Context: an optimization exercise on an open-source flow, tuned for small area. The choices shown serve that exercise and are no tape-out recipe. Only simulation tests tie the RTL to the original design; equivalence was not proved. Power is estimated from default activity; no workload was simulated.

==> flow/design.v (excerpt) <==
module datapath_unit (
  input  logic       i_clk,
  input  logic       i_rst,
  input  logic       i_load_ar,
  input  logic       i_load_pc,
  input  logic       i_load_dr,
  input  logic       i_load_ac,
  input  logic       i_load_ir,
  input  logic       i_load_tr,
  input  logic       i_clear_ar,
  input  logic       i_clear_pc,
  input  logic       i_clear_dr,
  input  logic       i_clear_ac,
  input  logic       i_clear_tr,
  input  logic       i_inc_ar,
  input  logic       i_inc_pc,
  input  logic       i_inc_dr,
  input  logic       i_inc_ac,
  input  logic       i_inc_tr,
  input  logic       i_seq_counter_reset,
  input  logic       i_memory_read,
  input  logic       i_memory_write,
  input  logic [2:0] i_bus_selectors,
  input  logic       i_alu_enable,
  input  logic [2:0] i_alu_mode,
  input  logic       i_prog_we,
  input  logic [7:0] i_prog_addr,
  input  logic [7:0] i_prog_data,
  output logic [7:0] o_t,
  output logic [7:0] o_ir,
  output logic [7:0] o_ac,
  output logic [7:0] o_pc,
  output logic [7:0] o_ar,
  output logic [7:0] o_dr,
  output logic       o_e,
  output logic [7:0] o_bus
);
export LEC_CHECK = 0
export ABC_CLOCK_PERIOD_IN_PS = 8000
export CAP_MARGIN = 10
export CORE_MARGIN = 2
export CORE_UTILIZATION = 70
export SETUP_SLACK_MARGIN = 0.2
export SLEW_MARGIN = 10
export SYNTH_HIERARCHICAL = 1
create_clock -name core_clock -period 8.0 [get_ports {i_clk}]
standard.sh (not shown) runs the stock make flow with config.mk's settings and CLKGATE_MAP_FILE= SYNTH_SCRIPT=/design/flow/synth_recipe.tcl, a recipe that flattens the netlist after the stock synthesis.
==> flow/flow/run.sh <==
#!/bin/bash
# The standard layout (standard.sh) with three changes:
#  - clock tree synthesis without dummy loads, clkbuf_16 only, larger sink clusters
#  - every port still gets a buffer, but a plain buf_2
#  - ABC's buffers are removed at floorplan; the resizer re-buffers what needs it
# All of ORFS's output goes to standard.log here and to ORFS's own logs under orfs/logs.
set -euo pipefail
bash standard.sh \
  "CTS_ARGS=-sink_clustering_enable -repair_clock_nets -dont_use_dummy_load -buf_list sky130_fd_sc_hd__clkbuf_16 -root_buf sky130_fd_sc_hd__clkbuf_16 -tree_buf sky130_fd_sc_hd__clkbuf_16 -sink_clustering_size 26 -sink_clustering_max_diameter 130" \
  "BUFFER_PORTS_ARGS=-buffer_cell sky130_fd_sc_hd__buf_2" \
  REMOVE_ABC_BUFFERS=1 \
  finish > standard.log 2>&1
==> next run, changes <==
Settings changed: CAP_MARGIN 10 to 20, CORE_UTILIZATION 70 to 50, SLEW_MARGIN 10 to 20.
- clock power climbs slightly
- wire length grows by a little under a tenth
- register-to-register slack gains 0.46 ns
- fmax rises slightly
- sequential power stays flat
- critical path depth grows by 2

== oak ==
Another version of the RTL of datapath_unit (not shown whole).
Size in the first run: about 6400 cells after synthesis, ~2100 flip-flops, roughly 100 I/O pins, about 0.069 mm2 of cells after synthesis.
Settings: LEC_CHECK=0, ABC_CLOCK_PERIOD_IN_PS=8000, CAP_MARGIN=10, CORE_MARGIN=2, CORE_UTILIZATION=70, SETUP_SLACK_MARGIN=0.2, SLEW_MARGIN=10, SYNTH_HIERARCHICAL=1; clock period 8.0 ns.
Scripts as last shown in full above: flow/flow/run.sh
Layout checks on oak: not met. Flow itself completed; violations: negative setup slack.
Edits applied to the flow inputs when going from oak to pine:
# oak
export LEC_CHECK = 0
export ABC_CLOCK_PERIOD_IN_PS = 8000
export CAP_MARGIN = 10
export CORE_MARGIN = 2
export CORE_UTILIZATION = 70
export SETUP_SLACK_MARGIN = 0.2
export SLEW_MARGIN = 10
export SYNTH_HIERARCHICAL = 1
create_clock -name core_clock -period 8.0 [get_ports {i_clk}]
# pine
export LEC_CHECK = 0
export ABC_CLOCK_PERIOD_IN_PS = 8000
export CAP_MARGIN = 5
export CORE_MARGIN = 2
export CORE_UTILIZATION = 60
export SETUP_SLACK_MARGIN = 0.3
export SLEW_MARGIN = 5
export SYNTH_HIERARCHICAL = 1
create_clock -name core_clock -period 8.0 [get_ports {i_clk}]
[summary]
The sole clean run among pine and oak is pine.
More vias were needed by oak than by pine.
Re endpoint arrival time on the critical path: oak was higher than pine.
The faster design of the two is pine; oak tops out lower.
The final number of setup-violating endpoints reported for pine is smaller than that of oak by 1.
pine vs oak — final cell count rose about 2.7%.
Worst stage delay on the critical path (lower): oak
Of pine and oak, the run reporting the higher die area was pine.
Diff oak -> pine: amount of wire on met3 after detailed routing shows a reduction of about 30%; total power consumption of the routed design shows no meaningful change; share of the final layout cell area in multi-input gates shows no meaningful change; worst setup slack shows an increase of 0.42 ns.
pine vs oak, launch point of the critical path: r_ar[0] vs r_ar[1]

Starting RTL as in the previous note.
clock: 8.0 ns
lec_check: 0
abc_clock_period_in_ps: 8000
cap_margin: 10
core_margin: 2
core_utilization: 60
setup_slack_margin: 0.3
slew_margin: 10
synth_hierarchical: 1
==> flow/flow/run.sh <==
#!/bin/bash
# The standard layout (standard.sh) with three changes:
#  - clock tree synthesis without dummy loads, clkbuf_16 only, larger sink clusters
#  - every port still gets a buffer, but a plain buf_2
#  - ABC's buffers are removed at floorplan; the resizer re-buffers what needs it
# All of ORFS's output goes to standard.log here and to ORFS's own logs under orfs/logs.
set -euo pipefail
bash standard.sh \
  "CTS_ARGS=-sink_clustering_enable -repair_clock_nets -dont_use_dummy_load -buf_list sky130_fd_sc_hd__clkbuf_16 -root_buf sky130_fd_sc_hd__clkbuf_16 -tree_buf sky130_fd_sc_hd__clkbuf_16 -sink_clustering_size 28 -sink_clustering_max_diameter 140" \
  "BUFFER_PORTS_ARGS=-buffer_cell sky130_fd_sc_hd__buf_2" \
  REMOVE_ABC_BUFFERS=1 \
  finish > standard.log 2>&1
The first run produced a clean layout.
==> next run, changes <==
--- a/flow/flow/run.sh
+++ b/flow/flow/run.sh
@@ -9 +9 @@
-  "CTS_ARGS=-sink_clustering_enable -repair_clock_nets -dont_use_dummy_load -buf_list sky130_fd_sc_hd__clkbuf_16 -root_buf sky130_fd_sc_hd__clkbuf_16 -tree_buf sky130_fd_sc_hd__clkbuf_16 -sink_clustering_size 28 -sink_clustering_max_diameter 140" \
+  "CTS_ARGS=-sink_clustering_enable -repair_clock_nets -dont_use_dummy_load -buf_list sky130_fd_sc_hd__clkbuf_16 -root_buf sky130_fd_sc_hd__clkbuf_16 -tree_buf sky130_fd_sc_hd__clkbuf_16 -sink_clustering_size 26 -sink_clustering_max_diameter 130" \
--- a/flow/config.mk
+++ b/flow/config.mk
@@ -9 +9 @@
-export CAP_MARGIN = 10
+export CAP_MARGIN = 15
@@ -13 +13 @@
-export SLEW_MARGIN = 10
+export SLEW_MARGIN = 15
Result: Cell area barely changes. Setup slack is worse by 0.15 ns. Clock skew decreases by 0.022 ns. Routed wire length is about the same. Global-route usage hardly moves. Total power increases slightly.

Another version of the RTL of datapath_unit (not shown whole).
For scale: ~2100 flip-flops, ~100 I/O pins.
export LEC_CHECK = 0
export ABC_CLOCK_PERIOD_IN_PS = 8000
export CAP_MARGIN = 20
export CORE_MARGIN = 2
export CORE_UTILIZATION = 50
export CTS_BUF_LIST = sky130_fd_sc_hd__clkbuf_4
export SETUP_SLACK_MARGIN = 0.2
export SLEW_MARGIN = 20
export SYNTH_HIERARCHICAL = 1
create_clock -name core_clock -period 8.0 [get_ports {i_clk}]
run.sh (not shown) runs the stock make flow with config.mk's settings and CLKGATE_MAP_FILE= SYNTH_SCRIPT=/design/flow/synth_recipe.tcl, a recipe that flattens the netlist after the stock synthesis.
Stock flow here: none of the scripts above is used.
The baseline finished with timing, DRC and antenna clean.
Change:
CTS_BUF_LIST = sky130_fd_sc_hd__clkbuf_8   (was sky130_fd_sc_hd__clkbuf_4)
- The new run went through all stages and came out clean
- hold slack is about the same
- via count shrinks by 2.3%
- die area does not change

[re-timing with driven ports]
In the flow no input, the clock included, has a driving cell. The finished layouts below were timed again as built, in two steps.
Step 1 (the two cells are an assumption about what drives the block):
set clk [get_ports {i_clk}]
set_driving_cell -lib_cell sky130_fd_sc_hd__clkbuf_16 $clk
set_driving_cell -lib_cell sky130_fd_sc_hd__buf_2 [delete_from_list [all_inputs] $clk]
Step 2 also shifts input and output timing later by t, the mid clock arrival at the registers, as if the neighbouring blocks saw the same clock.
Three values: no drivers, after step 1, after step 2; two values: the first two.
run	shift t [ns]	slack for setup (ns)	worst hold slack (ns)	worst setup path at the end	cell pins on the clock port's net
the first run of note 1	0.787	0.299 / 0.225 / 0.370	0.447 / 0.447 / 0.447	register to register	1
the second run of note 1	0.801	0.416 / 0.334 / 0.833	0.441 / 0.441 / 0.441	register to register	1
oak	0.785	-0.035 / -0.114 / 0.486	0.447 / 0.447 / 0.447	register to register	1
pine	0.789	0.390 / 0.311 / 0.613	0.447 / 0.447 / 0.447	register to register	1
the first run of note 3	0.782	0.568 / 0.493 / 0.931	0.443 / 0.443 / 0.443	register to register	1
the second run of note 3	0.785	0.415 / 0.342 / 1.018	0.447 / 0.447 / 0.447	register to register	1
the first run of note 4	1.357	0.163 / 0.090 / 1.447	0.440 / 0.440 / 0.440	register to output	1
the second run of note 4	1.095	0.146 / 0.068 / 1.162	0.443 / 0.443 / 0.443	register to output	1
